What follows belongs to an exercise in optimizing a design on an open flow for small area, a short achievable clock period and few clock cycles per item; a production flow would make more cautious choices.
No functional check of the RTL was part of any run shown here.
Power and IR drop assume default switching activity.

[flow/config.mk]
export PLATFORM = sky130hd
export DESIGN_NAME = invoke_id_remap_table_core
export DESIGN_NICKNAME = invoke_id_remap_table_core
export VERILOG_FILES = /design/flow/design.v
export SDC_FILE = /design/flow/constraint.sdc
export NUM_CORES = 4
export LEC_CHECK = 0
export CAP_MARGIN = 20
export CORE_MARGIN = 2
export CORE_UTILIZATION = 40
export SETUP_SLACK_MARGIN = 2.0
export SLEW_MARGIN = 20
[flow/run.sh]
#!/bin/bash
# synth_recipe.tcl (not shown) runs the flow's synth.tcl, then flattens the netlist and writes it again
# the make line also repeats each setting of config.mk as NAME=value (left out here)
make -C /OpenROAD-flow-scripts/flow DESIGN_CONFIG=/design/flow/config.mk WORK_HOME=/design/flow/orfs CLKGATE_MAP_FILE= SYNTH_SCRIPT=/design/flow/synth_recipe.tcl finish
[flow/design.v]
package iirt_pkg;
    localparam int PORT_W  = 8;
    localparam int ORIG_W  = 16;
    localparam int GEN_W   = 15;
    localparam int TDATA_W = 40;
    typedef enum logic [1:0] {
        KIND_ASSIGNED = 2'd0,
        KIND_ROUTED   = 2'd1,
        KIND_NO_MATCH = 2'd2,
        KIND_FULL     = 2'd3
    } kind_t;
    typedef struct packed {
        logic [PORT_W-1:0] port;
        logic [ORIG_W-1:0] orig;
        logic [GEN_W-1:0]  gen;
    } entry_t;
    typedef struct packed {
        logic capture;     
        logic request;     
        logic scan_step;   
        logic finish;      
    } dp_cmd_t;
    typedef struct packed {
        logic out_free;    
        logic fill_zero;   
        logic match;       
        logic pend_valid;  
        logic scan_last;   
    } dp_stat_t;
endpackage
module invoke_id_remap_table_core #(
    parameter int unsigned TABLE_DEPTH = 16,
    parameter int unsigned ID_LIMIT    = 32767
) (
    input  logic                         clk,
    input  logic                         rst_n,
    input  logic [iirt_pkg::TDATA_W-1:0] s_tdata,
    input  logic [0:0]                   s_tuser,
    input  logic                         s_tvalid,
    output logic                         s_tready,
    output logic [iirt_pkg::TDATA_W-1:0] m_tdata,
    output logic [1:0]                   m_tuser,
    output logic                         m_tlast,
    output logic                         m_tvalid,
    input  logic                         m_tready
);
    localparam int D   = TABLE_DEPTH;
    localparam int PW  = iirt_pkg::PORT_W;
    localparam int OW  = iirt_pkg::ORIG_W;
    localparam int GW  = iirt_pkg::GEN_W;
    localparam int PAD = iirt_pkg::TDATA_W - PW - OW - GW;
    localparam logic [GW-1:0] GEN_ONE = 1;
    localparam logic [GW-1:0] GEN_LIM = ID_LIMIT;
    logic          ir_v, ir_op;
    logic [PW-1:0] ir_port;
    logic [OW-1:0] ir_orig;
    logic [GW-1:0] ir_gen;
    logic [D-1:0]  v;
    logic [PW-1:0] t_port [0:D-1];
    logic [OW-1:0] t_orig [0:D-1];
    logic [GW-1:0] t_gen  [0:D-1];
    logic [GW-1:0] nid;      
    logic          b_v, b_op, b_full;
    logic [GW-1:0] b_gen;
    logic [D-1:0]  b_sel;    
    logic          oval, olast;
    logic [1:0]    okind;
    logic [PW-1:0] oport;
    logic [OW-1:0] oorig;
    logic [GW-1:0] ogen;
    logic          sval, slast;
    logic [1:0]    skind;
    logic [PW-1:0] sport;
    logic [OW-1:0] sorig;
    logic [GW-1:0] sgen;
    logic          take, a_go, b_free, b_emit, b_last, full, oload;
    logic [D-1:0]  m, psel, brem, shl;
    logic [1:0]    rkind;
    logic [PW-1:0] rport;
    logic [OW-1:0] rorig;
    assign b_emit   = b_v && !sval;
    assign b_free   = !b_v || (b_emit && b_last);
    assign a_go     = ir_v && b_free;
    assign s_tready = !ir_v || b_free;
    assign take     = s_tvalid && s_tready;
    assign full     = &v;
    always_comb
    begin
        logic seen;
        for (int i = 0; i < D; i++)
            m[i] = v[i] && ir_op && (t_gen[i] == ir_gen);
        shl[0] = 1'b1;
        for (int i = 1; i < D; i++)
            shl[i] = shl[i-1] && v[i-1];
        seen = 1'b0;
        for (int i = D - 1; i >= 0; i--)
        begin
            psel[i] = b_sel[i] && !seen;
            seen    = seen || b_sel[i];
        end
        brem   = b_sel & ~psel;
        b_last = !b_op || (brem == '0);
        rport  = '0;
        rorig  = '0;
        for (int i = 0; i < D; i++)
        begin
            rport = rport | (t_port[i] & {PW{psel[i]}});
            rorig = rorig | (t_orig[i] & {OW{psel[i]}});
        end
        if (b_op)
            rkind = seen ? iirt_pkg::KIND_ROUTED : iirt_pkg::KIND_NO_MATCH;
        else
            rkind = b_full ? iirt_pkg::KIND_FULL : iirt_pkg::KIND_ASSIGNED;
    end
    always_ff @(posedge clk or negedge rst_n)
    begin
        if (!rst_n)
        begin
            ir_v <= 1'b0;
            v    <= '0;
            nid  <= GEN_ONE;
            b_v  <= 1'b0;
            oval <= 1'b0;
            sval <= 1'b0;
        end
        else
        begin
            if (take)
                ir_v <= 1'b1;
            else if (a_go)
                ir_v <= 1'b0;
            if (a_go && !ir_op && !full)
            begin
                for (int i = 0; i < D; i++)
                    if (shl[i])
                        v[i] <= (i == 0) ? 1'b1 : v[i-1];
                nid <= (nid == GEN_LIM) ? GEN_ONE : nid + GEN_ONE;
            end
            else if (a_go)
                v <= v & ~m;
            if (b_free)
                b_v <= a_go;
            if (oload)
                oval <= sval || b_emit;
            if (!oload && b_emit)
                sval <= 1'b1;
            else if (oload)
                sval <= 1'b0;
        end
    end
    always_ff @(posedge clk)
    begin
        if (take)
        begin
            ir_op   <= s_tuser[0];
            ir_port <= s_tdata[PW-1:0];
            ir_orig <= s_tdata[PW+OW-1:PW];
            ir_gen  <= s_tdata[PW+OW+GW-1:PW+OW];
        end
    end
    always_ff @(posedge clk)
    begin
        if (a_go && !ir_op && !full)
        begin
            for (int i = 0; i < D; i++)
                if (shl[i])
                begin
                    if (i == 0)
                    begin
                        t_port[i] <= ir_port;
                        t_orig[i] <= ir_orig;
                        t_gen[i]  <= nid;
                    end
                    else
                    begin
                        t_port[i] <= t_port[i-1];
                        t_orig[i] <= t_orig[i-1];
                        t_gen[i]  <= t_gen[i-1];
                    end
                end
        end
    end
    always_ff @(posedge clk)
    begin
        if (b_free)
        begin
            b_op   <= ir_op;
            b_full <= full;
            b_gen  <= ir_op ? ir_gen : (full ? '0 : nid);
            b_sel  <= m;
        end
        else if (b_emit)
            b_sel <= brem;
    end
    assign oload = !oval || m_tready;
    always_ff @(posedge clk)
    begin
        if (oload)
        begin
            if (sval)
            begin
                okind <= skind;
                olast <= slast;
                oport <= sport;
                oorig <= sorig;
                ogen  <= sgen;
            end
            else
            begin
                okind <= rkind;
                olast <= b_last;
                oport <= rport;
                oorig <= rorig;
                ogen  <= b_gen;
            end
        end
    end
    always_ff @(posedge clk)
    begin
        if (!sval)
        begin
            skind <= rkind;
            slast <= b_last;
            sport <= rport;
            sorig <= rorig;
            sgen  <= b_gen;
        end
    end
    assign m_tvalid = oval;
    assign m_tuser  = okind;
    assign m_tlast  = olast;
    assign m_tdata  = {{PAD{1'b0}}, ogen, oorig, oport};
endmodule
[flow/constraint.sdc]
create_clock -name core_clock -period 5.0 [get_ports {clk}]
set_input_delay 1.0000 -clock core_clock [delete_from_list [all_inputs] [get_ports {clk}]]
set_output_delay 1.0000 -clock core_clock [all_outputs]
set_load 0.01 [all_outputs]
==> run notes, run 1 <==
status = complete, no violations
Post-Syn Nets = 1939
Final Max Tran Viols = 0
Worst Tran Pin Value = 1.06 ns
htree depth = 3
cell leakage power = 0.0136 µW
setup violators final = 0
Syn Inst Count = 1893
Final #Nets = 2255
HP Class = flip-flop to flip-flop
starting density of the core = 0.402
max cap viols = 0
CTS tree = yes
crit end category = output pin
overall die width = 282 µm
RSZ-0062 raised after global routing = true
maximum vdd ir drop = 0.271 mV
post-DR wirelength/cell = 26.2 µm
synthesis warning total = 4
placed instance count = 2971
placed cell area = 33400 µm²
fill cell count = 6084
setup TNS = 0 ns
Reg clk slew, reported paths = 0.06 ns
syn avg cell area = 16.4 µm²
post-route minimum period = 3.86 ns
P&R area growth vs syn = 30.1%
data arrival time of the critical path = 2.86 ns
grt total ovfl = 0
mapped cell area = 31000 µm²
WL final = 87.0 mm
largest net degree at the start of global routing = 53
first-pass GRT wire length = 121 mm
flops & latches, synth = 816
commonest non-fill, non-tap cell in the layout = edfxtp_1
core area = 77100 µm²
vias in the first global route = 18300
Row Count = 102
sequential-to-total area share from yosys stat = 0.772
# diodes = 0
1st-pass router iterations = 6
Final Non-Filler Cells = 3315
CTS Root Cell = clkbuf_16
top_reg_cell synth = edfxtp_1
Worst setup SP type = flip-flop
Fin. Hold Viols = 0
Async SR Flop Fraction = 0.0429
Max Freq = 0.259 GHz
final setup margin = 1.14 ns
clock skew = 0.0348 ns
deepest clock path buffer count = 3
HPWL Detailed = 46.9 mm
post-synthesis cell type count = 62
Die Y = 282 µm
initial antenna violation count = 0
CTS Hold Bufs = 0
most frequent cells in the layout = edfxtp_1, xor2_1, nand2_1
power after layout = 16400 µW
critical path class = flip-flop to output pin
DR DRC count = 0
Vias/cell = 5.51
number of synthesized flops with an enable pin = 739
Detail Route Antenna Nets = 0
Crit Path Max Fanout = 8
total number of vias = 18300
Total Routing Usage GR = 0.209
Post-Place Worst Slack = 1.01 ns
Starting DRT DRC Count = 1859
Tcrit/Tclk final = 0.772
Boundary Pins = 90
share of layout cells above drive strength 1 = 0.222
PD cells = 406 nW/µm²
clk sink count = 816
Final Cell Area = 40300 µm²
Worst-Skew Late Latency = 0.64 ns
Worst EP required = 4.00 ns
Final GP Congestion = 0.806
port bufs = 87
Max transition margin = 0.291
CTS buffer count = 79
die area = 79700 µm²
## power by group
group	internal (µW)	total, µW	switching [µW]
logic	955	2090	1130
clock network	3310	5910	2590
registers	8020	8360	347
total	12300	16400	4070
## flip-flops by register name (all words and copies together) (netlist names), 2 cells and up
signal	flops
ir_gen	15
oorig	16
ogen	15
v	16
ir_orig	16
sport	8
oport	8
okind	2
sorig	16
b_sel	16
sgen	15
b_gen	15
t_gen	240
skind	2
ir_port	8
t_orig	256
t_port	128
nid	15
## worst paths after layout
| kind | start | end | slack (ns) | depth (start not counted) |
|---|---|---|---|---|
| worst min register to register | ir_orig[14] | t_orig[0][14] | 0.42 | 0 |
| max in group asynchronous | rst_n | sval | 3.86 | 1 |
| worst min-delay path | ir_orig[14] | t_orig[0][14] | 0.42 | 0 |
| worst max register to register | b_sel[9] | t_orig[15][8] | 1.24 | 13 |
| min in group asynchronous | rst_n | nid[11] | 0.52 | 1 |
| worst max-delay path | b_sel[9] | s_tready | 1.14 | 7 |
## worst max-delay path, stage by stage (launching register included)
cell	delay, ns
edfxtp_1	0.54
nor4_2	0.44
nand3_1	0.28
o211ai_1	0.32
nand2_2	0.10
o311a_4	0.34
nand2_4	0.10
buf_6	0.11
## metrics by stage
stage	hold slack (ns)	util
floorplan	0.400	-
global placement	0.403	0.433
detailed placement	0.407	0.433
CTS	0.422	0.506
global route	0.424	0.523
finish	0.416	0.523
## synth_stat cells, types with 25 or more instances
| library cell | number | area share |
|---|---|---|
| dfrtp_1 | 34 | 0.027 |
| nand3_1 | 49 | 0.0079 |
| nor4_1 | 52 | 0.011 |
| clkbuf_1 | 92 | 0.011 |
| dfxtp_1 | 42 | 0.027 |
| inv_1 | 40 | 0.0048 |
| xnor2_1 | 82 | 0.023 |
| edfxtp_1 | 739 | 0.72 |
| o21ai_0 | 57 | 0.0092 |
| a21oi_1 | 25 | 0.0040 |
| xor2_1 | 165 | 0.047 |
| nor2_1 | 52 | 0.0063 |
| nand2_1 | 127 | 0.015 |
| a221oi_1 | 72 | 0.020 |
## final cells by class
| class | count | area, µm² | area share |
|---|---|---|---|
| clock buffers | 112 | 2170 | 0.0539 |
| clock inverters | 35 | 348 | 0.00863 |
| inverters | 40 | 158 | 0.00391 |
| multi-input cells | 949 | 7370 | 0.183 |
| flip-flops and latches | 816 | 23900 | 0.593 |
| well taps | 1040 | 1300 | 0.0323 |
| repair buffers | 318 | 5000 | 0.124 |
| repair inverters | 5 | 37.5 | 0.000931 |
## per-layer routing
layer  part of all wire  wire length [µm]  vias up  GRT usage
met3              0.071              6190      183     0.0404
met1               0.40             34600     9250      0.271
li1                   -                 -     8040          -
met5                  0                 0        -          0
met2               0.49             42600      801      0.344
met4              0.042              3620        0     0.0872
## cell families (layout without fill, tap and decap cells)
logic type               after synthesis  count (layout)  share of synthesized area
AO/OA/AOI/OAI                        311             311                     0.0774
flip-flops                           816             816                      0.772
multiplexers                          16              16                    0.00582
adder cells (fa/ha/maj)                3               3                    0.00109
buffers and inverters                143             510                     0.0178
AND/OR/NAND/NOR                      356             371                     0.0560
XOR/XNOR                             247             247                     0.0698
other                                  1               1                   0.000121
## repair_timing
item | 4_1_cts | 5_1_grt
pin swaps | 20 | 30
buffers inserted | 86 | 22
gates cloned | 64 | 25
resized for setup | 179 | 115
setup endpoints to repair | 756 | 757
endpoints found under the hold margin | 0 | 0
==> run 2: changes to the inputs <==
--- a/flow/design.v
+++ b/flow/design.v
@@ -53,3 +53,3 @@
     localparam logic [GW-1:0] GEN_LIM = ID_LIMIT;
-    logic          ir_v, ir_op;
+    logic          ir_op;
     logic [PW-1:0] ir_port;
@@ -57,2 +57,6 @@
     logic [GW-1:0] ir_gen;
+    assign ir_op   = s_tuser[0];
+    assign ir_port = s_tdata[PW-1:0];
+    assign ir_orig = s_tdata[PW+OW-1:PW];
+    assign ir_gen  = s_tdata[PW+OW+GW-1:PW+OW];
     logic [D-1:0]  v;
@@ -63,2 +67,3 @@
     logic          b_v, b_op, b_full;
+    logic          b_multi;  
     logic [GW-1:0] b_gen;
@@ -75,3 +80,4 @@
     logic [GW-1:0] sgen;
-    logic          take, a_go, b_free, b_emit, b_last, full, oload;
+    logic          a_go, b_free, b_emit, b_last, full, oload;
+    logic          m_multi, r_multi;
     logic [D-1:0]  m, psel, brem, shl;
@@ -81,6 +87,5 @@
     assign b_emit   = b_v && !sval;
-    assign b_free   = !b_v || (b_emit && b_last);
-    assign a_go     = ir_v && b_free;
-    assign s_tready = !ir_v || b_free;
-    assign take     = s_tvalid && s_tready;
+    assign b_free   = !b_v || (b_emit && !b_multi);
+    assign s_tready = b_free;
+    assign a_go     = s_tvalid && b_free;
     assign full     = &v;
@@ -101,3 +106,17 @@
         brem   = b_sel & ~psel;
-        b_last = !b_op || (brem == '0);
+        b_last = !b_multi;
+        m_multi = 1'b0;
+        seen    = 1'b0;
+        for (int i = 0; i < D; i++)
+        begin
+            m_multi = m_multi || (m[i] && seen);
+            seen    = seen || m[i];
+        end
+        r_multi = 1'b0;
+        seen    = 1'b0;
+        for (int i = 0; i < D; i++)
+        begin
+            r_multi = r_multi || (brem[i] && seen);
+            seen    = seen || brem[i];
+        end
         rport  = '0;
@@ -110,3 +129,3 @@
         if (b_op)
-            rkind = seen ? iirt_pkg::KIND_ROUTED : iirt_pkg::KIND_NO_MATCH;
+            rkind = (b_sel != '0) ? iirt_pkg::KIND_ROUTED : iirt_pkg::KIND_NO_MATCH;
         else
@@ -118,3 +137,2 @@
         begin
-            ir_v <= 1'b0;
             v    <= '0;
@@ -127,6 +145,2 @@
         begin
-            if (take)
-                ir_v <= 1'b1;
-            else if (a_go)
-                ir_v <= 1'b0;
             if (a_go && !ir_op && !full)
@@ -152,12 +166,2 @@
     begin
-        if (take)
-        begin
-            ir_op   <= s_tuser[0];
-            ir_port <= s_tdata[PW-1:0];
-            ir_orig <= s_tdata[PW+OW-1:PW];
-            ir_gen  <= s_tdata[PW+OW+GW-1:PW+OW];
-        end
-    end
-    always_ff @(posedge clk)
-    begin
         if (a_go && !ir_op && !full)
@@ -194,2 +198,11 @@
     end
+    always_ff @(posedge clk or negedge rst_n)
+    begin
+        if (!rst_n)
+            b_multi <= 1'b0;
+        else if (b_free)
+            b_multi <= a_go && m_multi;
+        else if (b_emit)
+            b_multi <= r_multi;
+    end
     assign oload = !oval || m_tready;
--- a/flow/config.mk
+++ b/flow/config.mk
@@ -10,3 +10,2 @@
 export CORE_UTILIZATION = 40
-export SETUP_SLACK_MARGIN = 2.0
 export SLEW_MARGIN = 20
==> run notes, run 2 <==
Max transition margin = 0.302 (was 0.291)
htree depth = 3 (unchanged)
crit end category = flip-flop (was output pin)
HP Class = flip-flop to flip-flop (unchanged)
core area = 74300 µm² (was 77100 µm²)
clk sink count = 776 (was 816)
Crit Path Max Fanout = 22 (was 8)
top post-synthesis cells by area = edfxtp_1, xor2_1, dfrtp_1 (unchanged)
Starting DRT DRC Count = 1645 (was 1859)
Vias/cell = 5.55 (was 5.51)
Worst Tran Pin Value = 1.05 ns (was 1.06 ns)
Final Max Tran Viols = 0 (unchanged)
most frequent cells in the layout = edfxtp_1, xor2_1, nand2_1 (unchanged)
Tcrit/Tclk final = 0.778 (was 0.772)
power after layout = 14800 µW (was 16400 µW)
Resize count post-CTS = 0 (was 179)
setup repair bufs after CTS = 0 (was 86)
largest net degree at the start of global routing = 73 (was 53)
number of synthesized flops with an enable pin = 699 (was 739)
setup violators final = 0 (unchanged)
total number of vias = 16600 (was 18300)
setup TNS = 0 ns (unchanged)
Fin. Hold Viols = 0 (unchanged)
share of layout cells above drive strength 1 = 0.119 (was 0.222)
Total Routing Usage GR = 0.183 (was 0.209)
Die Y = 278 µm (was 282 µm)
largest registers = t_orig x256, t_gen x240, t_port x128 (unchanged)
max reg flops = 256 (unchanged)
synthesis warning total = 4 (unchanged)
Final GP Congestion = 0.811 (was 0.806)
Detail Route Antenna Nets = 0 (unchanged)
Syn Inst Count = 1833 (was 1893)
RSZ-0062 raised after global routing = false (was true)
R2R setup slack = 1.11 ns (was 1.24 ns)
port bufs = 87 (unchanged)
Final #Nets = 2014 (was 2255)
overall die width = 278 µm (was 282 µm)
post-DR wirelength/cell = 23.7 µm (was 26.2 µm)
mapped cell area = 30000 µm² (was 31000 µm²)
CTS Root Cell = clkbuf_16 (unchanged)
Row Count = 100 (was 102)
starting density of the core = 0.403 (was 0.402)
Max Freq = 0.257 GHz (was 0.259 GHz)
Post-Syn Nets = 1879 (was 1939)
post-route minimum period = 3.89 ns (was 3.86 ns)
maximum vdd ir drop = 0.243 mV (was 0.271 mV)
cell leakage power = 0.0116 µW (was 0.0136 µW)
clock skew = 0.0154 ns (was 0.0348 ns)
# diodes = 0 (unchanged)
HPWL Detailed = 45.4 mm (was 46.9 mm)
Worst EP required = 5.35 ns (was 4.00 ns)
sequential-to-total area share from yosys stat = 0.758 (was 0.772)
P&R area growth vs syn = 16.2% (was 30.1%)
WL final = 71.1 mm (was 87.0 mm)
CTS Hold Bufs = 0 (unchanged)
Async SR Flop Fraction = 0.0451 (was 0.0429)
die area = 77100 µm² (was 79700 µm²)
synth cell count leaders = edfxtp_1, xor2_1, nand2_1, a22oi_1, nor4_1 (was edfxtp_1, xor2_1, nand2_1, clkbuf_1, xnor2_1)
DR DRC count = 0 (unchanged)
Biggest register = t_orig (unchanged)
status = complete, no violations (unchanged)
1st-pass router iterations = 7 (was 6)
PD cells = 426 nW/µm² (was 406 nW/µm²)
flops & latches, synth = 776 (was 816)
max cap viols = 0 (unchanged)
initial antenna violation count = 1 (was 0)
most common cell in the netlist = edfxtp_1 (unchanged)
critical path class = flip-flop to flip-flop (was flip-flop to output pin)
vias in the first global route = 17300 (was 18300)
post-synthesis cell type count = 71 (was 62)
CTS buffer count = 77 (was 79)
fill cell count = 6312 (was 6084)
Boundary Pins = 90 (unchanged)
top_reg_cell synth = edfxtp_1 (unchanged)
first-pass GRT wire length = 107 mm (was 121 mm)
area share of the largest cell type after synthesis = 0.701 (was 0.716)
data arrival time of the critical path = 4.24 ns (was 2.86 ns)
Worst-Skew Late Latency = 0.61 ns (was 0.64 ns)
deepest clock path buffer count = 3 (unchanged)
CTS tree = yes (unchanged)
Yosys top cell by area = edfxtp_1 (unchanged)
syn avg cell area = 16.3 µm² (was 16.4 µm²)
Reg clk slew, reported paths = 0.06 ns (about the same)
grt total ovfl = 0 (unchanged)
commonest non-fill, non-tap cell in the layout = edfxtp_1 (unchanged)
Worst setup SP type = flip-flop (unchanged)
==> run 2: cell types whose count changed in the layout (fill, tap and decap cells not counted), sizes merged, moves of 18 or more <==
cell / delta
buf: -140
a222oi: +24
xor2: +50
xnor2: -44
a221o: -23
nand4b: +24
a221oi: -22
clkbuf: -19
a21oi: -18
nor2: -26
o2111ai: -23
a22oi: +48
edfxtp: -40
==> run 2: logic make-up (layout without fill, tap and decap cells) <==
kind of cell | Yosys count | after routing | synth area share
AO/OA/AOI/OAI | 266 | 266 | 0.0700
flip-flops | 776 | 776 | 0.758
multiplexers | 16 | 16 | 0.00601
AND/OR/NAND/NOR | 377 | 377 | 0.0697
XOR/XNOR | 253 | 253 | 0.0740
buffers and inverters | 137 | 331 | 0.0198
adder cells (fa/ha/maj) | 7 | 7 | 0.00246
other | 1 | 1 | 0.000125
==> run 2: critical path, cell delays in order, from the launching register on <==
cell and delay (ns):
edfxtp_1 0.81, or4_4 0.73, nor2_4 0.17, nand2_1 0.15, nor3b_4 0.71, buf_4 0.43
a221oi_1 0.16, a32oi_1 0.46
==> run 2: final cells by class <==
class / instances / area (µm²) / share of cell area
flip-flops and latches: 776 / 22700 / 0.653
multi-input cells: 920 / 6750 / 0.194
clock buffers: 111 / 2240 / 0.0644
repair buffers: 156 / 1470 / 0.0423
well taps: 969 / 1210 / 0.0348
clock inverters: 27 / 273 / 0.00784
inverters: 37 / 139 / 0.00399
==> run 2: per-layer routing <==
| layer | global-route usage | vias to the layer above | routed length (µm) |
|---|---|---|---|
| li1 | - | 7399 | - |
| met1 | 0.248 | 8510 | 30600 |
| met2 | 0.303 | 615 | 34300 |
| met3 | 0.0318 | 100 | 4630 |
| met4 | 0.0577 | 0 | 1580 |
| met5 | 0 | - | 0 |
==> run 2: path summary, 6_finish.rpt <==
check                                  start           end  cells past startpoint
worst max-delay path               b_sel[15]      oorig[0]                      7
worst min-delay path            t_orig[5][6]  t_orig[6][6]                      0
worst max register to register     b_sel[15]      oorig[0]                      7
worst min register to register  t_orig[5][6]  t_orig[6][6]                      0
max in group asynchronous              rst_n          sval                      1
min in group asynchronous              rst_n       nid[14]                      1
==> run 2: metrics by stage <==
step | util | area, µm² | std cells | worst slack, ns | hold slack [ns]
after floorplan | - | 30000 | 1833 | 0.00756 | 0.418
after global placement | 0.434 | 32300 | 2858 | 0.679 | 0.429
after detailed placement | 0.434 | 32300 | 2858 | 0.621 | 0.432
after CTS | 0.468 | 34800 | 2996 | 1.17 | 0.447
after global routing | 0.468 | 34800 | 2996 | 1.03 | 0.457
final | 0.468 | 34800 | 2996 | 1.11 | 0.444
==> run 2: power by group <==
part / total [µW] / internal (µW) / switching, µW
Combinational: 1260 / 502 / 762
Clock: 5770 / 3380 / 2390
Sequential: 7800 / 7550 / 251
==> run 3: changes to the inputs <==
--- a/flow/config.mk
+++ b/flow/config.mk
@@ -10,2 +10,3 @@
 export CORE_UTILIZATION = 40
+export SETUP_SLACK_MARGIN = 1.5
 export SLEW_MARGIN = 20
==> run notes, run 3 <==
status = complete, no violations (unchanged)
overall die width = 278 µm (unchanged)
combinational fraction of design power = 0.088 (was 0.085)
HPWL Detailed = 45.7 mm (was 45.4 mm)
hold_sp = t_orig[6][10] (was t_orig[5][6])
Worst Tran Pin Value = 0.911 ns (was 1.05 ns)
share of layout cells above drive strength 1 = 0.121 (was 0.119)
Sequential Power Share = 0.533 (was 0.526)
worst path buffer plus inverter count = 1 (unchanged)
Worst EP required = 5.52 ns (was 5.35 ns)
fill cell count = 6370 (was 6312)
die area = 77100 µm² (unchanged)
Critical R2R Launch = b_sel[9] (was b_sel[15])
R2R setup slack = 1.69 ns (was 1.11 ns)
Fin. Hold Viols = 0 (unchanged)
largest registers = t_orig x256, t_gen x240, t_port x128 (unchanged)
post-DR wirelength/cell = 24.1 µm (was 23.7 µm)
Yosys top cell by area = edfxtp_1 (unchanged)
Critical Path, Cell by Cell = clkdlybuf4s50_1 > xor2_1 > nor4_1 > nand4_1 > and4_1 > and4_1 > maj3_1 > nand3_1 > nor3_1 > a211oi_2 (was or4_4 > nor2_4 > nand2_1 > nor3b_4 > buf_4 > a221oi_1 > a32oi_1)
Final #Nets = 2016 (was 2014)
max reg flops = 256 (unchanged)
Sw Pwr = 3430 µW (was 3400 µW)
crit path max-delay cell type = clkdlybuf4s50_1 (was edfxtp_1)
crit end category = flip-flop (unchanged)
clk sink count = 776 (unchanged)
1st-pass router iterations = 10 (was 7)
maximum vdd ir drop = 0.288 mV (was 0.243 mV)
most common cell in the netlist = edfxtp_1 (unchanged)
data arrival time of the critical path = 4.15 ns (was 4.24 ns)
RR Endpoint = oorig[0] (unchanged)
post-route minimum period = 3.63 ns (was 3.89 ns)
clock group share of total power = 0.379 (was 0.389)
switching share of power = 0.234 (was 0.229)
Boundary Pins = 90 (unchanged)
htree depth = 3 (unchanged)
Hold Path End = t_orig[7][10] (was t_orig[6][6])
Final Non-Filler Cells = 3002 (was 2996)
total number of vias = 16800 (was 16600)
largest net degree at the start of global routing = 45 (was 73)
grt total ovfl = 0 (unchanged)
most frequent cells in the layout = edfxtp_1, xor2_1, nand2_1 (unchanged)
cells on worst reg2reg path = 8 (was 7)
setup violators final = 0 (unchanged)
DR DRC count = 0 (unchanged)
initial antenna violation count = 0 (was 1)
CTS buffer count = 77 (unchanged)
clock skew = 0.0183 ns (was 0.0154 ns)
Crit Path Max Fanout = 6 (was 22)
CTS Hold Bufs = 0 (unchanged)
Final Max Tran Viols = 0 (unchanged)
Max transition margin = 0.393 (was 0.302)
syn avg cell area = 16.3 µm² (unchanged)
internal power = 11200 µW (was 11400 µW)
CTS Root Cell = clkbuf_16 (unchanged)
Critical Path Max Stage Delay = 0.70 ns (was 0.81 ns)
critical path class = input pin to flip-flop (was flip-flop to flip-flop)
Hold Crit Depth = 0 (unchanged)
top post-synthesis cells by area = edfxtp_1, xor2_1, dfrtp_1 (unchanged)
Final GP Congestion = 0.807 (was 0.811)
final hold slack = 0.443 ns (was 0.444 ns)
RSZ-0062 raised after global routing = true (was false)
synthesis warning total = 4 (unchanged)
Reg clk slew, reported paths = 0.06 ns (about the same)
commonest non-fill, non-tap cell in the layout = edfxtp_1 (unchanged)
HP Class = flip-flop to flip-flop (unchanged)
# diodes = 0 (unchanged)
Vias/cell = 5.58 (was 5.55)
area share of the largest cell type after synthesis = 0.701 (unchanged)
top_reg_cell synth = edfxtp_1 (unchanged)
CTS tree = yes (unchanged)
Detail Route Antenna Nets = 0 (unchanged)
sequential-to-total area share from yosys stat = 0.758 (unchanged)
WL final = 72.4 mm (was 71.1 mm)
setup TNS = 0 ns (unchanged)
post-synthesis cell type count = 71 (unchanged)
Biggest register = t_orig (unchanged)
cell leakage power = 0.0115 µW (was 0.0116 µW)
Tcrit/Tclk final = 0.726 (was 0.778)
core area = 74300 µm² (unchanged)
placed instance count = 2856 (was 2858)
P&R area growth vs syn = 15.9% (was 16.2%)
Async SR Flop Fraction = 0.0451 (unchanged)
Total Routing Usage GR = 0.186 (was 0.183)
mapped cell area = 30000 µm² (unchanged)
flops & latches, synth = 776 (unchanged)
Worst-Skew Late Latency = 0.61 ns (about the same)
Syn Inst Count = 1833 (unchanged)
vias in the first global route = 17300 (about the same)
synth cell count leaders = edfxtp_1, xor2_1, nand2_1, a22oi_1, nor4_1 (unchanged)
Worst setup SP type = input pin (was flip-flop)
Die Y = 278 µm (unchanged)
cell family with most CP delay = simple AND/OR/NAND/NOR gates (unchanged)
number of synthesized flops with an enable pin = 699 (unchanged)
starting density of the core = 0.403 (unchanged)
most used cell, CP = and4_1
Starting DRT DRC Count = 1738 (was 1645)
first-pass GRT wire length = 107 mm (about the same)
Post-Syn Nets = 1879 (unchanged)
port bufs = 87 (unchanged)
Row Count = 100 (unchanged)
PD cells = 421 nW/µm² (was 426 nW/µm²)
deepest clock path buffer count = 3 (unchanged)
Max Freq = 0.275 GHz (was 0.257 GHz)
max cap viols = 0 (unchanged)
-- run 3: power groups by stage --
stage,combinational [µW],clock (µW),sequential (µW)
final,1280,5550,7790
after CTS,1290,5650,7790
after global routing,1380,5900,7840
after floorplan,728,0,7860
after detailed placement,1270,0,7920
after global placement,1260,0,7910
-- run 3: repair_timing --
action,CTS,global route
endpoints found under the setup margin,133,99
gates cloned,1,1
pin swaps,1,0
buffers inserted,2,0
resized for setup,5,6
-- run 3: through the flow --
stage / power [µW] / setup WS, ns / instance area (µm²) / utilization
finish: 14600 / 1.37 / 34700 / 0.467
global route: 15100 / 1.27 / 34700 / 0.467
CTS: 14700 / 1.41 / 34700 / 0.467
detailed placement: 9200 / 0.576 / 32300 / 0.434
global placement: 9170 / 0.617 / 32300 / 0.434
floorplan: 8590 / 1.07 / 30100 / -
-- run 3: worst max-delay path by stage --
stage                    to  depth (start not counted)         from  slack [ns]
3_3_place_gp        b_multi                         10  s_tdata[30]        0.62
3_5_place_dp        b_multi                         10  s_tdata[30]        0.58
2_1_floorplan  t_gen[15][0]                          6   s_tuser[0]        1.07
4_1_cts             b_multi                         11  s_tdata[28]        1.41
5_1_grt             b_multi                         10  s_tdata[36]        1.27
6_report            b_multi                         10  s_tdata[36]        1.37
-- run 3: cell families (layout without fill, tap and decap cells) --
logic type                 Yosys count  after routing  synth area share
muxes                               16             16           0.00601
adders and majority gates            7              7           0.00246
buffers and inverters              137            336            0.0198
DFF                                776            776             0.758
other                                1              1          0.000125
xor gates and xnor gates           253            253            0.0740
AOI/OAI and AO/OA                  266            266            0.0700
and+or+nand+nor                    377            378            0.0697
-- run 3: per-layer routing --
layer	GRT usage	up-vias	wire length (µm)
li1	-	7424	-
met5	0	-	0
met3	0.0327	150	4880
met4	0.0746	0	2440
met2	0.300	686	34400
met1	0.250	8500	30700
-- run 3: final cells by class --
type / count / area [µm²] / area share
Multi-Input combinational cell: 921 / 6790 / 0.196
Timing Repair Buffer: 156 / 1450 / 0.0417
Clock buffer: 110 / 2220 / 0.0638
Clock inverter: 32 / 193 / 0.00555
Sequential cell: 776 / 22700 / 0.654
Tap cell: 969 / 1210 / 0.0349
Timing Repair inverter: 1 / 7.51 / 0.000216
Inverter: 37 / 150 / 0.00432
==> run 4: changes to the inputs <==
--- a/flow/design.v
+++ b/flow/design.v
@@ -53,3 +53,3 @@
     localparam logic [GW-1:0] GEN_LIM = ID_LIMIT;
-    logic          ir_op;
+    logic          ir_v, ir_op;
     logic [PW-1:0] ir_port;
@@ -57,6 +57,2 @@
     logic [GW-1:0] ir_gen;
-    assign ir_op   = s_tuser[0];
-    assign ir_port = s_tdata[PW-1:0];
-    assign ir_orig = s_tdata[PW+OW-1:PW];
-    assign ir_gen  = s_tdata[PW+OW+GW-1:PW+OW];
     logic [D-1:0]  v;
@@ -80,3 +76,3 @@
     logic [GW-1:0] sgen;
-    logic          a_go, b_free, b_emit, b_last, full, oload;
+    logic          take, a_go, b_free, b_emit, b_last, full, oload;
     logic          m_multi, r_multi;
@@ -86,6 +82,28 @@
     logic [OW-1:0] rorig;
+    function automatic logic multi(input logic [15:0] x);
+        logic [7:0] a1, t1;
+        logic [3:0] a2, t2;
+        logic [1:0] a3, t3;
+        for (int i = 0; i < 8; i++)
+        begin
+            a1[i] = x[2*i] || x[2*i+1];
+            t1[i] = x[2*i] && x[2*i+1];
+        end
+        for (int i = 0; i < 4; i++)
+        begin
+            a2[i] = a1[2*i] || a1[2*i+1];
+            t2[i] = t1[2*i] || t1[2*i+1] || (a1[2*i] && a1[2*i+1]);
+        end
+        for (int i = 0; i < 2; i++)
+        begin
+            a3[i] = a2[2*i] || a2[2*i+1];
+            t3[i] = t2[2*i] || t2[2*i+1] || (a2[2*i] && a2[2*i+1]);
+        end
+        multi = t3[0] || t3[1] || (a3[0] && a3[1]);
+    endfunction
     assign b_emit   = b_v && !sval;
     assign b_free   = !b_v || (b_emit && !b_multi);
-    assign s_tready = b_free;
-    assign a_go     = s_tvalid && b_free;
+    assign a_go     = ir_v && b_free;
+    assign s_tready = !ir_v || b_free;
+    assign take     = s_tvalid && s_tready;
     assign full     = &v;
@@ -105,18 +123,6 @@
         end
-        brem   = b_sel & ~psel;
-        b_last = !b_multi;
-        m_multi = 1'b0;
-        seen    = 1'b0;
-        for (int i = 0; i < D; i++)
-        begin
-            m_multi = m_multi || (m[i] && seen);
-            seen    = seen || m[i];
-        end
-        r_multi = 1'b0;
-        seen    = 1'b0;
-        for (int i = 0; i < D; i++)
-        begin
-            r_multi = r_multi || (brem[i] && seen);
-            seen    = seen || brem[i];
-        end
+        brem    = b_sel & ~psel;
+        b_last  = !b_multi;
+        m_multi = multi(m);
+        r_multi = multi(brem);
         rport  = '0;
@@ -137,2 +143,3 @@
         begin
+            ir_v <= 1'b0;
             v    <= '0;
@@ -145,2 +152,6 @@
         begin
+            if (take)
+                ir_v <= 1'b1;
+            else if (a_go)
+                ir_v <= 1'b0;
             if (a_go && !ir_op && !full)
@@ -166,2 +177,12 @@
     begin
+        if (take)
+        begin
+            ir_op   <= s_tuser[0];
+            ir_port <= s_tdata[PW-1:0];
+            ir_orig <= s_tdata[PW+OW-1:PW];
+            ir_gen  <= s_tdata[PW+OW+GW-1:PW+OW];
+        end
+    end
+    always_ff @(posedge clk)
+    begin
         if (a_go && !ir_op && !full)
--- a/flow/config.mk
+++ b/flow/config.mk
@@ -10,3 +10,3 @@
 export CORE_UTILIZATION = 40
-export SETUP_SLACK_MARGIN = 1.5
+export SETUP_SLACK_MARGIN = 2.0
 export SLEW_MARGIN = 20
==> run notes, run 4 <==
Async SR Flop Fraction = 0.0441 (was 0.0451)
largest net degree at the start of global routing = 48 (was 45)
share of layout cells above drive strength 1 = 0.136 (was 0.121)
Worst EP required = 5.51 ns (was 5.52 ns)
first-pass GRT wire length = 104 mm (was 107 mm)
CTS Hold Bufs = 0 (unchanged)
htree depth = 3 (unchanged)
placed cell area = 33100 µm² (was 32300 µm²)
deepest clock path buffer count = 3 (unchanged)
most frequent cells in the layout = edfxtp_1, xor2_1, clkbuf_16, clkdlybuf4s50_1, a22oi_1 (was edfxtp_1, xor2_1, nand2_1)
P&R area growth vs syn = 17.6% (was 15.9%)
HPWL Detailed = 43.5 mm (was 45.7 mm)
DR DRC count = 0 (unchanged)
# diodes = 0 (unchanged)
Total Routing Usage GR = 0.173 (was 0.186)
Row Count = 101 (was 100)
1st-pass router iterations = 9 (was 10)
top post-synthesis cells by area = edfxtp_1, xor2_1, dfrtp_1 (unchanged)
synthesis warning total = 4 (unchanged)
port bufs = 87 (unchanged)
setup TNS = 0 ns (unchanged)
overall die width = 282 µm (was 278 µm)
syn avg cell area = 16.8 µm² (was 16.3 µm²)
critical path class = flip-flop to flip-flop (was input pin to flip-flop)
final hold slack = 0.419 ns (was 0.443 ns)
status = complete, no violations (unchanged)
Syn Inst Count = 1838 (was 1833)
CTS buffer count = 81 (was 77)
die area = 79600 µm² (was 77100 µm²)
Worst-Skew Late Latency = 0.63 ns (was 0.61 ns)
switching share of power = 0.243 (was 0.234)
Hold Path End = t_orig[0][15] (was t_orig[7][10])
Max Freq = 0.337 GHz (was 0.275 GHz)
core area = 76300 µm² (was 74300 µm²)
Worst Tran Pin Value = 1.14 ns (was 0.911 ns)
power after layout = 16200 µW (was 14600 µW)
Register Area = 23900 µm² (was 22700 µm²)
Yosys top cell by area = edfxtp_1 (unchanged)
Critical R2R Launch = b_sel[15] (was b_sel[9])
starting density of the core = 0.405 (was 0.403)
top_reg_cell synth = edfxtp_1 (unchanged)
Die Y = 282 µm (was 278 µm)
Detail Route Antenna Nets = 0 (unchanged)
Biggest register = t_orig (unchanged)
max reg flops = 256 (unchanged)
total number of vias = 16900 (was 16800)
WL final = 69.8 mm (was 72.4 mm)
Post-Place Worst Slack = 1.38 ns (was 0.576 ns)
Final GP Congestion = 0.829 (was 0.807)
Starting DRT DRC Count = 1636 (was 1738)
Tcrit/Tclk final = 0.593 (was 0.726)
Sequential Power Share = 0.531 (was 0.533)
fill cell count = 6486 (was 6370)
Multi-input gate area = 6760 µm² (was 6790 µm²)
Boundary Pins = 90 (unchanged)
post-DR wirelength/cell = 22.5 µm (was 24.1 µm)
grt total ovfl = 0 (unchanged)
crit end category = flip-flop (unchanged)
Fin. Hold Viols = 0 (unchanged)
CTS tree = yes (unchanged)
hold_sp = ir_orig[15] (was t_orig[6][10])
Hold Crit Depth = 0 (unchanged)
commonest non-fill, non-tap cell in the layout = edfxtp_1 (unchanged)
synth cell count leaders = edfxtp_1, xor2_1, a22oi_1, clkbuf_1, nor4_1 (was edfxtp_1, xor2_1, nand2_1, a22oi_1, nor4_1)
vias in the first global route = 17200 (was 17300)
combinational fraction of design power = 0.103 (was 0.088)
cell leakage power = 0.0122 µW (was 0.0115 µW)
clock skew = 0.0199 ns (was 0.0183 ns)
area share of the largest cell type after synthesis = 0.717 (was 0.701)
Final Cell Area = 36400 µm² (was 34700 µm²)
internal power = 12200 µW (was 11200 µW)
Crit Path Max Fanout = 5 (was 6)
Final #Nets = 2053 (was 2016)
CTS Root Cell = clkbuf_16 (unchanged)
initial antenna violation count = 0 (unchanged)
RSZ-0062 raised after global routing = true (unchanged)
flops & latches, synth = 817 (was 776)
clk sink count = 817 (was 776)
number of synthesized flops with an enable pin = 739 (was 699)
max cap viols = 0 (unchanged)
Reg clk slew, reported paths = 0.06 ns (about the same)
clock group share of total power = 0.367 (was 0.379)
HP Class = flip-flop to flip-flop (unchanged)
Max transition margin = 0.242 (was 0.393)
Final Max Tran Viols = 0 (unchanged)
maximum vdd ir drop = 0.319 mV (was 0.288 mV)
largest registers = t_orig x256, t_gen x240, t_port x128 (unchanged)
Sw Pwr = 3930 µW (was 3430 µW)
Post-Syn Nets = 1884 (was 1879)
cells on worst reg2reg path = 8 (unchanged)
mapped cell area = 30900 µm² (was 30000 µm²)
Vias/cell = 5.44 (was 5.58)
Worst setup SP type = flip-flop (was input pin)
PD cells = 444 nW/µm² (was 421 nW/µm²)
post-route minimum period = 2.97 ns (was 3.63 ns)
post-synthesis cell type count = 57 (was 71)
final setup margin = 2.03 ns (was 1.37 ns)
sequential-to-total area share from yosys stat = 0.773 (was 0.758)
most common cell in the netlist = edfxtp_1 (unchanged)
RR Endpoint = b_multi (was oorig[0])
setup violators final = 0 (unchanged)
R2R setup slack = 2.03 ns (was 1.69 ns)
data arrival time of the critical path = 3.47 ns (was 4.15 ns)
==> run 4: changes by cell type in the layout (fill, tap and decap cells not counted), moves of 24 or more <==
| cell | delta |
|---|---|
| xnor2_1 | -34 |
| xor2_1 | +32 |
| a21oi_1 | +43 |
| nand2_1 | -72 |
| edfxtp_1 | +40 |
| nand4b_1 | -25 |
| a222oi_1 | +24 |
| a221oi_1 | -49 |
==> run 4: layout make-up <==
type,instances,area share
timing repair buffer,177,0.0464
inverter,34,0.00371
multi-input combinational,895,0.186
timing repair inverter,1,0.000137
tap,1030,0.0354
clock inverter,45,0.0108
clock buffer,104,0.0604
sequential,817,0.657
==> run 4: worst max-delay path, stage by stage (launching register included) <==
cell	delay [ns]
edfxtp_1	0.44
buf_12	0.16
or4_4	0.59
a2111oi_4	0.36
o31ai_2	0.19
o21a_1	0.16
o22a_1	0.18
or4_4	0.49
a32o_1	0.27
==> run 4: metrics by stage <==
step                instances   util
floorplan                1838      -
global placement         2897  0.434
detailed placement       2898  0.434
CTS                      3061  0.470
global route             3103  0.477
finish                   3103  0.477
==> run 4: worst max path at each step <==
| stage | from | end | slack [ns] | cells after the start |
|---|---|---|---|---|
| 2_1_floorplan | sval | t_gen[15][0] | 1.44 | 7 |
| 3_3_place_gp | sval | t_orig[5][3] | 1.42 | 9 |
| 3_5_place_dp | sval | t_orig[5][6] | 1.38 | 9 |
| 4_1_cts | b_sel[15] | b_multi | 2.00 | 8 |
| 5_1_grt | b_sel[13] | b_multi | 1.93 | 7 |
| 6_report | b_sel[15] | b_multi | 2.03 | 8 |
==> run 4: repair_timing <==
action	4_1_cts	5_1_grt
gates resized for setup	22	31
setup endpoints to repair	482	92
setup buffers	8	37
gates cloned	6	5
pin swaps	4	20
==> run 4: cell families after synthesis <==
| kind of cell | after synthesis | synth area share |
|---|---|---|
| flops | 817 | 0.773 |
| compound gates | 319 | 0.0768 |
| simple gates | 297 | 0.0538 |
| xor+xnor | 251 | 0.0710 |
| buf+inv | 132 | 0.0173 |
| mux | 16 | 0.00578 |
| fa+ha+maj | 5 | 0.00170 |
| other cells | 1 | 0.000121 |
==> run 4: power by group through the flow <==
stage          Clock [µW]  Sequential [µW]  Combinational [µW]
2_1_floorplan           0             8570                 913
6_report             5930             8590                1660
4_1_cts              6050             8600                1570
3_5_place_dp            0             8730                1500
3_3_place_gp            0             8710                1470
5_1_grt              6300             8650                1800
==> run 4: routing by layer <==
metal	up-vias	wire, µm	GRT usage
li1	7599	-	-
met1	8563	29600	0.232
met2	605	34200	0.289
met3	103	4170	0.0257
met4	0	1770	0.0577
met5	-	0	0
==> run 5: changes to the inputs <==
--- a/flow/config.mk
+++ b/flow/config.mk
@@ -10,3 +10,3 @@
 export CORE_UTILIZATION = 40
-export SETUP_SLACK_MARGIN = 2.0
+export SETUP_SLACK_MARGIN = 1.0
 export SLEW_MARGIN = 20
==> run notes, run 5 <==
synth cell count leaders = edfxtp_1, xor2_1, a22oi_1, clkbuf_1, nor4_1 (unchanged)
clock group share of total power = 0.375 (was 0.367)
htree depth = 3 (unchanged)
setup violators final = 0 (unchanged)
maximum vdd ir drop = 0.358 mV (was 0.319 mV)
RSZ-0062 raised after global routing = false (was true)
Vias/cell = 5.40 (was 5.44)
Yosys top cell by area = edfxtp_1 (unchanged)
Final Cell Area = 35800 µm² (was 36400 µm²)
largest net degree at the start of global routing = 49 (was 48)
most frequent cells in the layout = edfxtp_1, xor2_1, clkdlybuf4s50_1 (was edfxtp_1, xor2_1, clkbuf_16, clkdlybuf4s50_1, a22oi_1)
Final GP Congestion = 0.791 (was 0.829)
clk sink count = 817 (unchanged)
vias in the first global route = 16600 (was 17200)
Worst Tran Pin Value = 1.09 ns (was 1.14 ns)
CTS buffer count = 80 (was 81)
PD cells = 450 nW/µm² (was 444 nW/µm²)
Post-Syn Nets = 1884 (unchanged)
Worst setup SP type = flip-flop (unchanged)
Hold Path End = t_orig[0][0] (was t_orig[0][15])
fill cell count = 6526 (was 6486)
critical path class = flip-flop to flip-flop (unchanged)
cell family with most CP delay = simple AND/OR/NAND/NOR gates (was compound AO/OA/AOI/OAI gates)
Tcrit/Tclk final = 0.689 (was 0.593)
Total Routing Usage GR = 0.164 (was 0.173)
mapped cell area = 30900 µm² (unchanged)
hold_sp = ir_orig[0] (was ir_orig[15])
deepest clock path buffer count = 3 (unchanged)
mux contribution to synthesized area = 0.00578 (unchanged)
initial antenna violation count = 0 (unchanged)
Critical R2R Launch = v[0] (was b_sel[15])
first-pass GRT wire length = 99.7 mm (was 104 mm)
worst path buffer plus inverter count = 0 (was 1)
top_reg_cell synth = edfxtp_1 (unchanged)
internal power = 12300 µW (was 12200 µW)
post-synthesis simple-gate area fraction = 0.0538 (unchanged)
switching share of power = 0.235 (was 0.243)
cell leakage power = 0.0119 µW (was 0.0122 µW)
port bufs = 87 (unchanged)
post-route minimum period = 3.44 ns (was 2.97 ns)
Async SR Flop Fraction = 0.0441 (unchanged)
Max transition margin = 0.276 (was 0.242)
die area = 79600 µm² (unchanged)
commonest non-fill, non-tap cell in the layout = edfxtp_1 (unchanged)
area share of the largest cell type after synthesis = 0.717 (unchanged)
status = complete, no violations (unchanged)
post-synthesis cell type count = 57 (unchanged)
P&R area growth vs syn = 15.6% (was 17.6%)
main combinational cell family by area after synthesis = compound AO/OA/AOI/OAI gates (unchanged)
most common cell in the netlist = edfxtp_1 (unchanged)
data arrival time of the critical path = 3.67 ns (was 3.47 ns)
crit end category = flip-flop (unchanged)
# diodes = 0 (unchanged)
core area = 76300 µm² (unchanged)
Synth Area in Adders = 0.00170 (unchanged)
Boundary Pins = 90 (unchanged)
max reg flops = 256 (unchanged)
setup repair bufs after CTS = 0 (was 8)
sequential-to-total area share from yosys stat = 0.773 (unchanged)
Reg clk slew, reported paths = 0.06 ns (about the same)
Worst path depth = 6 (was 8)
Critical Path, Cell by Cell = and3_1 > nand4_1 > o211ai_1 > nor2_4 > and4_4 > and3_2 (was buf_12 > or4_4 > a2111oi_4 > o31ai_2 > o21a_1 > o22a_1 > or4_4 > a32o_1)
overall die width = 282 µm (unchanged)
Sequential Power Share = 0.533 (was 0.531)
1st-pass router iterations = 7 (was 9)
Biggest register = t_orig (unchanged)
post-DR wirelength/cell = 21.2 µm (was 22.5 µm)
max cap viols = 0 (unchanged)
synthesis warning total = 4 (unchanged)
clock skew = 0.0295 ns (was 0.0199 ns)
Max Freq = 0.290 GHz (was 0.337 GHz)
DR DRC count = 0 (unchanged)
RR Endpoint = t_orig[15][13] (was b_multi)
Compound-Gate Fraction of Synth Area = 0.0768 (unchanged)
combinational fraction of design power = 0.093 (was 0.103)
CTS Root Cell = clkbuf_16 (unchanged)
Die Y = 282 µm (unchanged)
R2R setup slack = 1.56 ns (was 2.03 ns)
top post-synthesis cells by area = edfxtp_1, xor2_1, dfrtp_1 (unchanged)
WL final = 64.6 mm (was 69.8 mm)
Final Max Tran Viols = 0 (unchanged)
cells on worst reg2reg path = 6 (was 8)
CTS tree = yes (unchanged)
share of layout cells above drive strength 1 = 0.103 (was 0.136)
total number of vias = 16400 (was 16900)
HP Class = flip-flop to flip-flop (unchanged)
largest registers = t_orig x256, t_gen x240, t_port x128 (unchanged)
Fin. Hold Viols = 0 (unchanged)
starting density of the core = 0.405 (unchanged)
Resize count post-CTS = 0 (was 22)
Register Area = 23900 µm² (unchanged)
Final #Nets = 2002 (was 2053)
Multi-input gate area = 6550 µm² (was 6760 µm²)
Worst-Skew Late Latency = 0.63 ns (about the same)
syn avg cell area = 16.8 µm² (unchanged)
grt total ovfl = 0 (unchanged)
flops & latches, synth = 817 (unchanged)
Crit Path Max Fanout = 40 (was 5)
Starting DRT DRC Count = 1567 (was 1636)
number of synthesized flops with an enable pin = 739 (unchanged)
Worst EP required = 5.23 ns (was 5.51 ns)
Hold Crit Depth = 0 (unchanged)
placed cell area = 33100 µm² (about the same)
Critical Path Max Stage Delay = 0.86 ns (was 0.59 ns)
Sw Pwr = 3780 µW (was 3930 µW)
crit path max-delay cell type = and3_2 (was or4_4)
Syn Inst Count = 1838 (unchanged)
HPWL Detailed = 43.6 mm (was 43.5 mm)
Detail Route Antenna Nets = 0 (unchanged)
CTS Hold Bufs = 0 (unchanged)
setup TNS = 0 ns (unchanged)
Synth Area in XOR/XNOR = 0.0710 (unchanged)
Row Count = 101 (unchanged)
## run 5: changes by cell type in the layout (fill, tap and decap cells not counted), sizes merged, moves of 3 or more
cell	delta
buf	-40
inv	+4
and2	-3
bufinv	+4
clkinv	-13
clkinvlp	-7
## run 5: layer usage
layer / part of all wire / track usage
met5: 0 / 0
met4: 0.023 / 0.0533
met2: 0.48 / 0.270
met1: 0.44 / 0.221
met3: 0.058 / 0.0279
## run 5: power by group through the flow
stage	clock network, µW	logic, µW	registers, µW
floorplan	0	908	8570
global placement	0	1470	8690
detailed placement	0	1490	8710
CTS	6140	1500	8580
global route	6410	1630	8640
finish	6030	1490	8580
## run 5: kinds of logic after synthesis
logic type                 count (synthesis)
DFF                                      817
AOI/OAI and AO/OA                        319
and+or+nand+nor                          297
xor gates and xnor gates                 251
buffers and inverters                    132
muxes                                     16
adders and majority gates                  5
other                                      1
## run 5: metrics by stage
stage	power, µW	setup WS (ns)	utilization	hold slack (ns)	cells
2_1_floorplan	9480	1.11	-	0.400	1838
3_3_place_gp	10200	1.30	0.434	0.403	2901
3_5_place_dp	10200	1.14	0.434	0.405	2901
4_1_cts	16200	1.12	0.468	0.416	3042
5_1_grt	16700	1.29	0.468	0.424	3045
6_report	16100	1.56	0.468	0.420	3045
## run 5: worst max-delay path by stage
| stage | from | endpoint | slack, ns |
|---|---|---|---|
| floorplan | sval | t_gen[15][0] | 1.11 |
| global placement | sval | t_orig[15][6] | 1.30 |
| detailed placement | v[0] | t_orig[15][6] | 1.14 |
| CTS | v[0] | t_orig[15][13] | 1.12 |
| global route | v[0] | t_orig[15][10] | 1.29 |
| finish | v[0] | t_orig[15][13] | 1.56 |
## run 5: cell type report
cell class / count / area share
Clock buffer: 107 / 0.0611
Clock inverter: 34 / 0.0125
Inverter: 34 / 0.00357
Multi-Input combinational cell: 889 / 0.183
Sequential cell: 817 / 0.669
Tap cell: 1030 / 0.0360
Timing Repair Buffer: 134 / 0.0343
==> run 6: changes to the inputs <==
--- a/flow/config.mk
+++ b/flow/config.mk
@@ -10,3 +10,3 @@
 export CORE_UTILIZATION = 40
-export SETUP_SLACK_MARGIN = 1.0
+export SETUP_SLACK_MARGIN = 2.5
 export SLEW_MARGIN = 20
==> run notes, run 6 <==
syn avg cell area = 16.8 µm² (unchanged)
Starting DRT DRC Count = 2104 (was 1567)
Total Routing Usage GR = 0.202 (was 0.164)
Final Non-Filler Cells = 3206 (was 3045)
post-synthesis cell type count = 57 (unchanged)
Die Y = 282 µm (unchanged)
largest net degree at the start of global routing = 48 (was 49)
commonest non-fill, non-tap cell in the layout = edfxtp_1 (unchanged)
CTS tree = yes (unchanged)
Hold Path End = t_orig[0][7] (was t_orig[0][0])
cell leakage power = 0.0130 µW (was 0.0119 µW)
Final #Nets = 2149 (was 2002)
largest registers = t_orig x256, t_gen x240, t_port x128 (unchanged)
max cap viols = 0 (unchanged)
HP Class = flip-flop to flip-flop (unchanged)
post-route minimum period = 3.03 ns (was 3.44 ns)
data arrival time of the critical path = 3.55 ns (was 3.67 ns)
share of layout cells above drive strength 1 = 0.221 (was 0.103)
Final GP Congestion = 0.819 (was 0.791)
HPWL Detailed = 44.4 mm (was 43.6 mm)
Tcrit/Tclk final = 0.605 (was 0.689)
status = complete, no violations (unchanged)
WL final = 81.7 mm (was 64.6 mm)
top post-synthesis cells by area = edfxtp_1, xor2_1, dfrtp_1 (unchanged)
post-DR wirelength/cell = 25.5 µm (was 21.2 µm)
vias in the first global route = 18300 (was 16600)
area share of the largest cell type after synthesis = 0.717 (unchanged)
setup violators final = 0 (unchanged)
P&R area growth vs syn = 23.4% (was 15.6%)
crit end category = flip-flop (unchanged)
placed instance count = 2897 (was 2901)
Vias/cell = 5.66 (was 5.40)
PD cells = 436 nW/µm² (was 450 nW/µm²)
synthesis warning total = 4 (unchanged)
most common cell in the netlist = edfxtp_1 (unchanged)
Max Freq = 0.330 GHz (was 0.290 GHz)
clk sink count = 817 (unchanged)
Worst Tran Pin Value = 0.944 ns (was 1.09 ns)
Critical path origin = b_sel[12] (was v[0])
max reg flops = 256 (unchanged)
DR DRC count = 0 (unchanged)
port bufs = 87 (unchanged)
first-pass GRT wire length = 118 mm (was 99.7 mm)
1st-pass router iterations = 6 (was 7)
sequential-to-total area share from yosys stat = 0.773 (unchanged)
maximum vdd ir drop = 0.301 mV (was 0.358 mV)
Syn Inst Count = 1838 (unchanged)
flops & latches, synth = 817 (unchanged)
Max transition margin = 0.371 (was 0.276)
critical path class = flip-flop to flip-flop (unchanged)
top_reg_cell synth = edfxtp_1 (unchanged)
RR Endpoint = b_multi (was t_orig[15][13])
Worst EP required = 5.52 ns (was 5.23 ns)
Critical Path, Cell by Cell = buf_4 > or4_4 > or4_4 > a31oi_2 > o2111a_1 > nand4_1 > or4_4 > a32o_1 (was and3_1 > nand4_1 > o211ai_1 > nor2_4 > and4_4 > and3_2)
Async SR Flop Fraction = 0.0441 (unchanged)
Biggest register = t_orig (unchanged)
most frequent cells in the layout = edfxtp_1, xor2_1, buf_4 (was edfxtp_1, xor2_1, clkdlybuf4s50_1)
Boundary Pins = 90 (unchanged)
mapped cell area = 30900 µm² (unchanged)
Final Cell Area = 38200 µm² (was 35800 µm²)
die area = 79600 µm² (unchanged)
clock skew = 0.0196 ns (was 0.0295 ns)
deepest clock path buffer count = 3 (unchanged)
number of synthesized flops with an enable pin = 739 (unchanged)
htree depth = 3 (unchanged)
initial antenna violation count = 0 (unchanged)
most used cell, CP = or4_4
core area = 76300 µm² (unchanged)
total number of vias = 18100 (was 16400)
Worst-Skew Late Latency = 0.63 ns (about the same)
Critical R2R Launch = b_sel[12] (was v[0])
Row Count = 101 (unchanged)
R2R setup slack = 1.97 ns (was 1.56 ns)
grt total ovfl = 0 (unchanged)
crit path max-delay cell type = or4_4 (was and3_2)
Critical Path Max Stage Delay = 0.57 ns (was 0.86 ns)
Hold Crit Depth = 0 (unchanged)
cells on worst reg2reg path = 8 (was 6)
Worst setup SP type = flip-flop (unchanged)
overall die width = 282 µm (unchanged)
Detail Route Antenna Nets = 0 (unchanged)
RSZ-0062 raised after global routing = true (was false)
Fin. Hold Viols = 0 (unchanged)
hold_sp = ir_orig[7] (was ir_orig[0])
CTS buffer count = 82 (was 80)
fill cell count = 6349 (was 6526)
CTS Root Cell = clkbuf_16 (unchanged)
CTS Hold Bufs = 0 (unchanged)
final setup margin = 1.97 ns (was 1.56 ns)
Post-Place Worst Slack = 1.11 ns (was 1.14 ns)
placed cell area = 33300 µm² (was 33100 µm²)
setup TNS = 0 ns (unchanged)
Reg clk slew, reported paths = 0.06 ns (about the same)
synth cell count leaders = edfxtp_1, xor2_1, a22oi_1, clkbuf_1, nor4_1 (unchanged)
Final Max Tran Viols = 0 (unchanged)
Yosys top cell by area = edfxtp_1 (unchanged)
starting density of the core = 0.405 (unchanged)
post-route core utilization = 0.500 (was 0.468)
Crit Path Max Fanout = 5 (was 40)
Post-Syn Nets = 1884 (unchanged)
[run 6: cell counts after synthesis]
Identical to the previous run, type by type.
[run 6: timing repair]
| action | 4_1_cts | 5_1_grt |
|---|---|---|
| gates cloned | 58 | 7 |
| pin swaps | 65 | 39 |
| endpoints found under the setup margin | 746 | 483 |
| buffers inserted | 64 | 23 |
| gates resized for setup | 238 | 42 |
[run 6: stage by stage]
| step | hold WS [ns] | power [µW] |
|---|---|---|
| after detailed placement | 0.405 | 10300 |
| after global routing | 0.427 | 17200 |
| after global placement | 0.404 | 10200 |
| after floorplan | 0.400 | 9510 |
| final | 0.418 | 16700 |
| after CTS | 0.419 | 16600 |
[run 6: worst max-delay path, delay by kind of cell, from the launching register on]
family | cells | cell delay (ns)
AND/OR/NAND/NOR | 4 | 1.57
AO/OA/AOI/OAI | 3 | 0.68
flip-flops | 1 | 0.49
buffers and inverters | 1 | 0.19
[run 6: worst max-delay path by stage]
stage | depth (start not counted) | end
2_1_floorplan | 7 | t_gen[15][0]
4_1_cts | 8 | b_multi
3_5_place_dp | 9 | t_orig[5][5]
6_report | 8 | b_multi
3_3_place_gp | 9 | t_orig[5][12]
5_1_grt | 8 | b_multi
[run 6: cell type report]
cell class / instances / area (µm²) / area share
Clock inverter: 47 / 418 / 0.0109
Timing Repair inverter: 1 / 7.51 / 0.000197
Antenna cell: 4 / 10.0 / 0.000262
Tap cell: 1030 / 1290 / 0.0337
Clock buffer: 106 / 2220 / 0.0582
Inverter: 34 / 151 / 0.00396
Sequential cell: 817 / 23900 / 0.627
Multi-Input combinational cell: 946 / 7800 / 0.204
Timing Repair Buffer: 221 / 2350 / 0.0615
[run 6: cells by family after synthesis]
family                   Yosys count  synth area share
XOR/XNOR                         251            0.0710
flip-flops                       817             0.773
AND/OR/NAND/NOR                  297            0.0538
multiplexers                      16           0.00578
other                              1          0.000121
AO/OA/AOI/OAI                    319            0.0768
adder cells (fa/ha/maj)            5           0.00170
buffers and inverters            132            0.0173
[run 6: power by group]
part / switching (µW) / total (µW) / leakage [µW] / internal, µW
logic: 1240 / 2050 / 0.00403 / 811
registers: 373 / 8570 / 0.00768 / 8200
clock network: 2580 / 6050 / 0.00129 / 3470
[run 6: layer usage]
metal,share of wire,GRT usage,vias up
met2,0.50,0.344,804
met4,0.029,0.0678,0
met3,0.070,0.0325,158
met1,0.40,0.264,9290
met5,0,0,-
li1,-,-,7894
==> run 7: changes to the inputs <==
--- a/flow/config.mk
+++ b/flow/config.mk
@@ -10,3 +10,4 @@
 export CORE_UTILIZATION = 40
-export SETUP_SLACK_MARGIN = 2.5
+export CTS_BUF_LIST = sky130_fd_sc_hd__clkbuf_4 sky130_fd_sc_hd__clkbuf_8
+export SETUP_SLACK_MARGIN = 2.0
 export SLEW_MARGIN = 20
==> run notes, run 7 <==
total number of vias = 17200 (was 18100)
starting density of the core = 0.405 (unchanged)
cell leakage power = 0.0124 µW (was 0.0130 µW)
Total Routing Usage GR = 0.178 (was 0.202)
largest registers = t_orig x256, t_gen x240, t_port x128 (unchanged)
synthesis warning total = 4 (unchanged)
PD cells = 437 nW/µm² (was 436 nW/µm²)
port bufs = 87 (unchanged)
deepest clock path buffer count = 3 (unchanged)
critical path class = flip-flop to flip-flop (unchanged)
Die Y = 282 µm (unchanged)
global routing usage on met2 = 0.296 (was 0.344)
Final Cell Area = 36400 µm² (was 38200 µm²)
most frequent cells in the layout = edfxtp_1, xor2_1, clkbuf_8 (was edfxtp_1, xor2_1, buf_4)
Row Count = 101 (unchanged)
Max Freq = 0.334 GHz (was 0.330 GHz)
M3 GR Usage = 0.0392 (was 0.0325)
CTS tree = yes (unchanged)
fill cell count = 6498 (was 6349)
syn avg cell area = 16.8 µm² (unchanged)
maximum vdd ir drop = 0.267 mV (was 0.301 mV)
top_reg_cell synth = edfxtp_1 (unchanged)
most used cell, CP = or4_4 (unchanged)
setup violators final = 0 (unchanged)
worst path buffer plus inverter count = 2 (was 1)
RSZ-0062 raised after global routing = true (unchanged)
1st-pass router iterations = 7 (was 6)
Multi-input gate area = 6710 µm² (was 7800 µm²)
first-pass GRT wire length = 106 mm (was 118 mm)
post-synthesis cell type count = 57 (unchanged)
Critical Path, Cell by Cell = buf_12 > or4_4 > buf_6 > or4_4 > a31oi_1 > o2111a_1 > nand4_1 > or4_4 > a32o_1 (was buf_4 > or4_4 > or4_4 > a31oi_2 > o2111a_1 > nand4_1 > or4_4 > a32o_1)
Worst-Skew Late Latency = 0.77 ns (was 0.63 ns)
R2R setup slack = 2.01 ns (was 1.97 ns)
post-DR wirelength/cell = 22.1 µm (was 25.5 µm)
data arrival time of the critical path = 3.65 ns (was 3.55 ns)
Most Crowded Layer GR = met2 (unchanged)
Syn Inst Count = 1838 (unchanged)
Yosys top cell by area = edfxtp_1 (unchanged)
mapped cell area = 30900 µm² (unchanged)
core area = 76300 µm² (unchanged)
flops & latches, synth = 817 (unchanged)
CTS Hold Bufs = 0 (unchanged)
Async SR Flop Fraction = 0.0441 (unchanged)
largest net degree at the start of global routing = 48 (unchanged)
most common cell in the netlist = edfxtp_1 (unchanged)
Worst setup SP type = flip-flop (unchanged)
crit path max-delay cell type = or4_4 (unchanged)
max cap viols = 0 (unchanged)
Max transition margin = 0.232 (was 0.371)
overall die width = 282 µm (unchanged)
Vias/cell = 5.40 (was 5.66)
RR Endpoint = b_multi (unchanged)
WL final = 70.6 mm (was 81.7 mm)
Worst Tran Pin Value = 1.15 ns (was 0.944 ns)
Tcrit/Tclk final = 0.599 (was 0.605)
Detail Route Antenna Nets = 0 (unchanged)
clk sink count = 817 (unchanged)
top post-synthesis cells by area = edfxtp_1, xor2_1, dfrtp_1 (unchanged)
Final #Nets = 2104 (was 2149)
P&R area growth vs syn = 17.6% (was 23.4%)
Crit Path Max Fanout = 7 (was 5)
Final Non-Filler Cells = 3191 (was 3206)
Critical Path Max Stage Delay = 0.54 ns (was 0.57 ns)
placed cell area = 33100 µm² (was 33300 µm²)
crit end category = flip-flop (unchanged)
Worst EP required = 5.66 ns (was 5.52 ns)
placed instance count = 2898 (was 2897)
CTS Root Cell = clkbuf_8 (was clkbuf_16)
max reg flops = 256 (unchanged)
commonest non-fill, non-tap cell in the layout = edfxtp_1 (unchanged)
Biggest register = t_orig (unchanged)
number of synthesized flops with an enable pin = 739 (unchanged)
Critical R2R Launch = b_sel[15] (was b_sel[12])
cells on worst reg2reg path = 9 (was 8)
Fin. Hold Viols = 0 (unchanged)
post-route minimum period = 2.99 ns (was 3.03 ns)
CTS buffer count = 131 (was 82)
Reg clk slew, reported paths = 0.06 ns (about the same)
grt met1 use = 0.230 (was 0.264)
Register Area = 23900 µm² (about the same)
HP Class = input pin to asynchronous set/reset pin (was flip-flop to flip-flop)
synth cell count leaders = edfxtp_1, xor2_1, a22oi_1, clkbuf_1, nor4_1 (unchanged)
status = complete, no violations (unchanged)
initial antenna violation count = 1 (was 0)
clock skew = 0.0291 ns (was 0.0196 ns)
cell family with most CP delay = simple AND/OR/NAND/NOR gates (unchanged)
Boundary Pins = 90 (unchanged)
sequential-to-total area share from yosys stat = 0.773 (unchanged)
Post-Syn Nets = 1884 (unchanged)
DR DRC count = 0 (unchanged)
area share of the largest cell type after synthesis = 0.717 (unchanged)
share of layout cells above drive strength 1 = 0.175 (was 0.221)
vias in the first global route = 17800 (was 18300)
grt total ovfl = 0 (unchanged)
HPWL Detailed = 43.5 mm (was 44.4 mm)
die area = 79600 µm² (unchanged)
Starting DRT DRC Count = 1707 (was 2104)
Final Max Tran Viols = 0 (unchanged)
Final GP Congestion = 0.829 (was 0.819)
setup TNS = 0 ns (unchanged)
htree depth = 4 (was 3)
[run 7: how the worst max path moves through the flow]
stage,start,to,slack (ns),cells after the start
after floorplan,sval,t_gen[15][0],1.44,7
after global placement,sval,t_orig[5][3],1.42,9
after detailed placement,sval,t_orig[5][6],1.38,9
after CTS,b_multi,t_gen[5][9],1.98,9
after global routing,b_sel[15],b_multi,1.90,9
final,b_sel[15],b_multi,2.01,9
[run 7: kinds of logic (layout without fill, tap and decap cells)]
kind of cell	Yosys count	in the layout	synth area share
adders and majority gates	5	5	0.00170
buffers and inverters	132	448	0.0173
DFF	817	817	0.773
xor gates and xnor gates	251	251	0.0710
muxes	16	16	0.00578
AOI/OAI and AO/OA	319	320	0.0768
other	1	2	0.000121
and+or+nand+nor	297	302	0.0538
[run 7: area by class of cell]
type                    instances  area share
multi-input cells             895       0.185
repair buffers                178      0.0468
well taps                    1030      0.0354
clock inverters                45     0.00770
diodes                          1   0.0000688
flip-flops and latches        817       0.658
clock buffers                 190      0.0638
inverters                      34     0.00371
repair inverters                1    0.000138
[run 7: routing by layer]
metal / share of wire / vias up
met2: 0.49 / 675
met4: 0.023 / 0
met3: 0.063 / 112
met5: 0 / -
met1: 0.42 / 8703
li1: - / 7726
[run 7: what timing repair did]
item                       4_1_cts  5_1_grt
pin swaps                       10        7
setup buffers                   13       33
setup endpoints to repair      480      316
gates cloned                     8        3
resized for setup               29       15
hold endpoints to repair         0        0
[run 7: stage by stage]
step / hold slack (ns) / util / setup WS (ns) / total power, µW
after floorplan: 0.400 / - / 1.44 / 9490
after global placement: 0.403 / 0.434 / 1.42 / 10200
after detailed placement: 0.406 / 0.434 / 1.38 / 10200
after CTS: 0.336 / 0.472 / 1.98 / 16000
after global routing: 0.397 / 0.477 / 1.90 / 16500
final: 0.378 / 0.477 / 2.01 / 15900
[run 7: report_power, final]
part / leakage [µW] / internal [µW] / total (µW) / switching, µW
Sequential: 0.00769 / 8200 / 8590 / 387
Combinational: 0.00329 / 669 / 1660 / 987
Clock: 0.00138 / 3090 / 5660 / 2570
Total: 0.0124 / 12000 / 15900 / 3940

Re-timed with assumed drivers on the ports (clkbuf_16 on the clock, buf_2 on other inputs), run 7 has 2.007 ns of setup slack against 2.007 ns with ideal ports, and 2.007 ns once port delays also move by the mid clock arrival of 0.809 ns.
